What follows belongs to an exercise in optimizing a design on an open flow for small area and a short achievable clock period; a production flow would make more cautious choices.
Where RTL was checked, it was by simulation tests only, not by an equivalence proof against the original.
Power is estimated from default activity; no workload was simulated.

Design maze_video_top, start of the top module:
module maze_video_top (
  input  logic                     clk,
  input  logic                     reset,
  input  logic [8-1:0]   awaddr,
  input  logic                     awvalid,
  output logic                     awready,
  input  logic [32-1:0]   wdata,
  input  logic [32/8-1:0] wstrb,
  input  logic                     wvalid,
  output logic                     wready,
  output logic [1:0]               bresp,
  output logic                     bvalid,
  input  logic                     bready,
  input  logic [8-1:0]   araddr,
  input  logic                     arvalid,
  output logic                     arready,
  output logic [32-1:0]   rdata,
  output logic [1:0]               rresp,
  output logic                     rvalid,
  input  logic                     rready,
  output logic [11:0]              rgb,
  output logic [7:0]               pixel_x,
  output logic [8:0]               pixel_y,
  output logic                     de
);
==> module sprite_regs, before the edit <==
module sprite_regs (
  input  logic                      clk,
  input  logic                      reset,
  input  logic [8-1:0]    awaddr,
  input  logic                      awvalid,
  output logic                      awready,
  input  logic [32-1:0]    wdata,
  input  logic [32/8-1:0]  wstrb,
  input  logic                      wvalid,
  output logic                      wready,
  output logic [1:0]                bresp,
  output logic                      bvalid,
  input  logic                      bready,
  input  logic [8-1:0]    araddr,
  input  logic                      arvalid,
  output logic                      arready,
  output logic [32-1:0]    rdata,
  output logic [1:0]                rresp,
  output logic                      rvalid,
  input  logic                      rready,
  input  logic                      frame_start,
  output logic [4*8-1:0] scene_x,
  output logic [4*9-1:0] scene_y,
  output logic [4*12-1:0] scene_color,
  output logic [11:0]               scene_bg
);
  localparam logic [1:0] RESP_OKAY   = 2'b00;
  localparam logic [1:0] RESP_SLVERR = 2'b10;
  logic [3:0]  ctrl_q;
  logic [3:0][8:0]  pos_x_q;
  logic [3:0][8:0]  pos_y_q;
  logic [3:0][11:0] color_q;
  logic [11:0] bg_q;
  logic       wr_ctrl, wr_bg, wr_valid;
  logic [3:0] wr_pos, wr_color;
  logic       rd_ctrl, rd_bg, rd_valid;
  logic [3:0] rd_pos, rd_color;
  always_comb begin
    wr_ctrl = (awaddr == 8'h00);
    wr_bg = (awaddr == 8'h24);
    rd_ctrl = (araddr == 8'h00);
    rd_bg = (araddr == 8'h24);
    for (int i = 0; i < 4; i++) begin
      wr_pos[i] = (awaddr == 8'h04 + 8'(4 * i));
      wr_color[i] = (awaddr == 8'h14 + 8'(4 * i));
      rd_pos[i] = (araddr == 8'h04 + 8'(4 * i));
      rd_color[i] = (araddr == 8'h14 + 8'(4 * i));
    end
    wr_valid = wr_ctrl || wr_bg || (|wr_pos) || (|wr_color);
    rd_valid = rd_ctrl || rd_bg || (|rd_pos) || (|rd_color);
  end
  logic wr_fire;
  assign wr_fire = awvalid && awready && wvalid;
  always_ff @(posedge clk) begin
    if (reset) begin
      awready <= 1'b0;
      bvalid <= 1'b0;
    end else begin
      awready <= awvalid && wvalid && !awready && !bvalid;
      bvalid <= wr_fire || (bvalid && !bready);
    end
  end
  assign wready = awready;
  always_ff @(posedge clk) begin
    if (!bvalid) bresp <= wr_valid ? RESP_OKAY : RESP_SLVERR;
  end
  logic [32-1:0] wdata_r;
  logic [3:0]             lane_we;
  assign wdata_r = reset ? '0 : wdata;
  assign lane_we = wr_fire ? wstrb : 4'd0;
  always_ff @(posedge clk) begin
    if (reset || (wr_ctrl && lane_we[0])) ctrl_q <= wdata_r[3:0];
    if (reset || (wr_bg && lane_we[0])) bg_q[7:0] <= wdata_r[7:0];
    if (reset || (wr_bg && lane_we[1])) bg_q[11:8] <= wdata_r[11:8];
    for (int i = 0; i < 4; i++) begin
      if (reset || (wr_pos[i] && lane_we[0])) pos_x_q[i][7:0] <= wdata_r[7:0];
      if (reset || (wr_pos[i] && lane_we[1])) pos_x_q[i][8] <= wdata_r[8];
      if (reset || (wr_pos[i] && lane_we[2])) pos_y_q[i][7:0] <= wdata_r[23:16];
      if (reset || (wr_pos[i] && lane_we[3])) pos_y_q[i][8] <= wdata_r[24];
      if (reset || (wr_color[i] && lane_we[0])) color_q[i][7:0] <= wdata_r[7:0];
      if (reset || (wr_color[i] && lane_we[1])) color_q[i][11:8] <= wdata_r[11:8];
    end
  end
  logic [32-1:0] rd_word;
  always_comb begin
    rd_word = '0;
    if (rd_ctrl) rd_word[3:0] = ctrl_q;
    if (rd_bg) rd_word[11:0] = bg_q;
    for (int i = 0; i < 4; i++) begin
      if (rd_pos[i]) rd_word = {7'd0, pos_y_q[i], 7'd0, pos_x_q[i]};
      if (rd_color[i]) rd_word[11:0] = color_q[i];
    end
  end
  logic rd_fire;
  assign rd_fire = arvalid && arready;
  always_ff @(posedge clk) begin
    if (reset) begin
      arready <= 1'b0;
      rvalid <= 1'b0;
    end else begin
      arready <= arvalid && !arready && !rvalid;
      rvalid <= rd_fire || (rvalid && !rready);
    end
  end
  always_ff @(posedge clk) begin
    if (!rvalid) begin
      rdata <= rd_word;
      rresp <= rd_valid ? RESP_OKAY : RESP_SLVERR;
    end
  end
  always_ff @(posedge clk) begin
    logic kill;
    if (frame_start) begin
      for (int i = 0; i < 4; i++) begin
        kill = !ctrl_q[i] || pos_x_q[i][8] || (&pos_x_q[i][7:5])
            || (pos_y_q[i][8] && (|pos_y_q[i][7:5]));
        scene_x[8*i +: 8] <= kill ? {4'b1110, pos_x_q[i][3:0]} : pos_x_q[i][7:0];
        scene_y[9*i +: 9] <= pos_y_q[i];
        scene_color[12*i +: 12] <= color_q[i];
      end
      scene_bg <= bg_q;
    end
  end
endmodule
export LEC_CHECK = 0
export CAP_MARGIN = 20
export CORE_MARGIN = 2
export CORE_UTILIZATION = 60
export CTS_BUF_LIST = sky130_fd_sc_hd__clkbuf_8
export CTS_CLUSTER_DIAMETER = 60
export CTS_CLUSTER_SIZE = 16
export SETUP_SLACK_MARGIN = 2.85
export SLEW_MARGIN = 20
create_clock -name core_clock -period 5.0 [get_ports {clk}]
standard.sh (not shown) runs the stock make flow with config.mk's settings and CLKGATE_MAP_FILE= SYNTH_SCRIPT=/design/flow/synth_recipe.tcl, a recipe that flattens the netlist after the stock synthesis.
==> flow/flow/run.sh <==
#!/bin/bash
set -euo pipefail
bash standard.sh MATCH_CELL_FOOTPRINT=0 ADDER_MAP_FILE= \
  "BUFFER_PORTS_ARGS=-buffer_cell sky130_fd_sc_hd__buf_1" finish > standard.log 2>&1
Change:
--- a/flow/design.v
+++ b/flow/design.v
@@ -144,14 +144,12 @@
     end
   end
   logic [32-1:0] rd_word;
   always_comb begin
-    rd_word = '0;
-    if (rd_ctrl) rd_word[3:0] = ctrl_q;
-    if (rd_bg) rd_word[11:0] = bg_q;
+    rd_word = {28'd0, ctrl_q & {4{rd_ctrl}}} | {20'd0, bg_q & {12{rd_bg}}};
     for (int i = 0; i < 4; i++) begin
-      if (rd_pos[i]) rd_word = {7'd0, pos_y_q[i], 7'd0, pos_x_q[i]};
-      if (rd_color[i]) rd_word[11:0] = color_q[i];
+      rd_word = rd_word | ({7'd0, pos_y_q[i], 7'd0, pos_x_q[i]} & {32{rd_pos[i]}})
+                        | {20'd0, color_q[i] & {12{rd_color[i]}}};
     end
   end
   logic rd_fire;
   assign rd_fire = arvalid && arready;
Effect: Final cell count went down by 4.1%; final area went down by 1.3%; routed wire length went up by 0.51%; total power went down by 1.1%; die area went down by 0.35%; core utilization went down by 0.71 points; clock skew went down by 0.018 ns; worst setup slack gets worse by 0.035 ns; area after synthesis went down by 0.36%; via count went down by 2.3%; first-iteration DRC count stays the same; worst hold slack gets worse by 0.0061 ns; non-clock buffer count went down by 16; maximum frequency went down by 1.6%.
Only the layout flow was run in the second run of this note; the RTL was not checked for function there.

==> afterwards: timing with drivers on the ports <==
Ports are ideal in the flow. The routed layouts listed here were re-timed in OpenROAD.
Step 1 sets driving cells, clkbuf_16 on the clock port and buf_2 on the other inputs (assumed; they add their load-dependent delay and slew).
Step 2 also shifts input and output timing later by t, the mid clock arrival at the registers, as if the neighbouring blocks saw the same clock.
Slacks: ideal / step 1 / step 2; pairs: ideal / step 1.
run	t, ns	setup slack, ns	worst setup path at the end	worst register clock-pin slew, ns	worst data-port slew with drivers (ns)
the first run	0.647	2.857 / 2.812 / 2.329	input to register	0.10 / 0.10	0.05
the second run	0.642	2.822 / 2.775 / 2.272	input to register	0.10 / 0.10	0.04
After both steps every run listed still meets setup and hold. The setup slack of the second run, which loses most, moves by -0.047 ns with the drivers and by -0.550 ns with both steps.
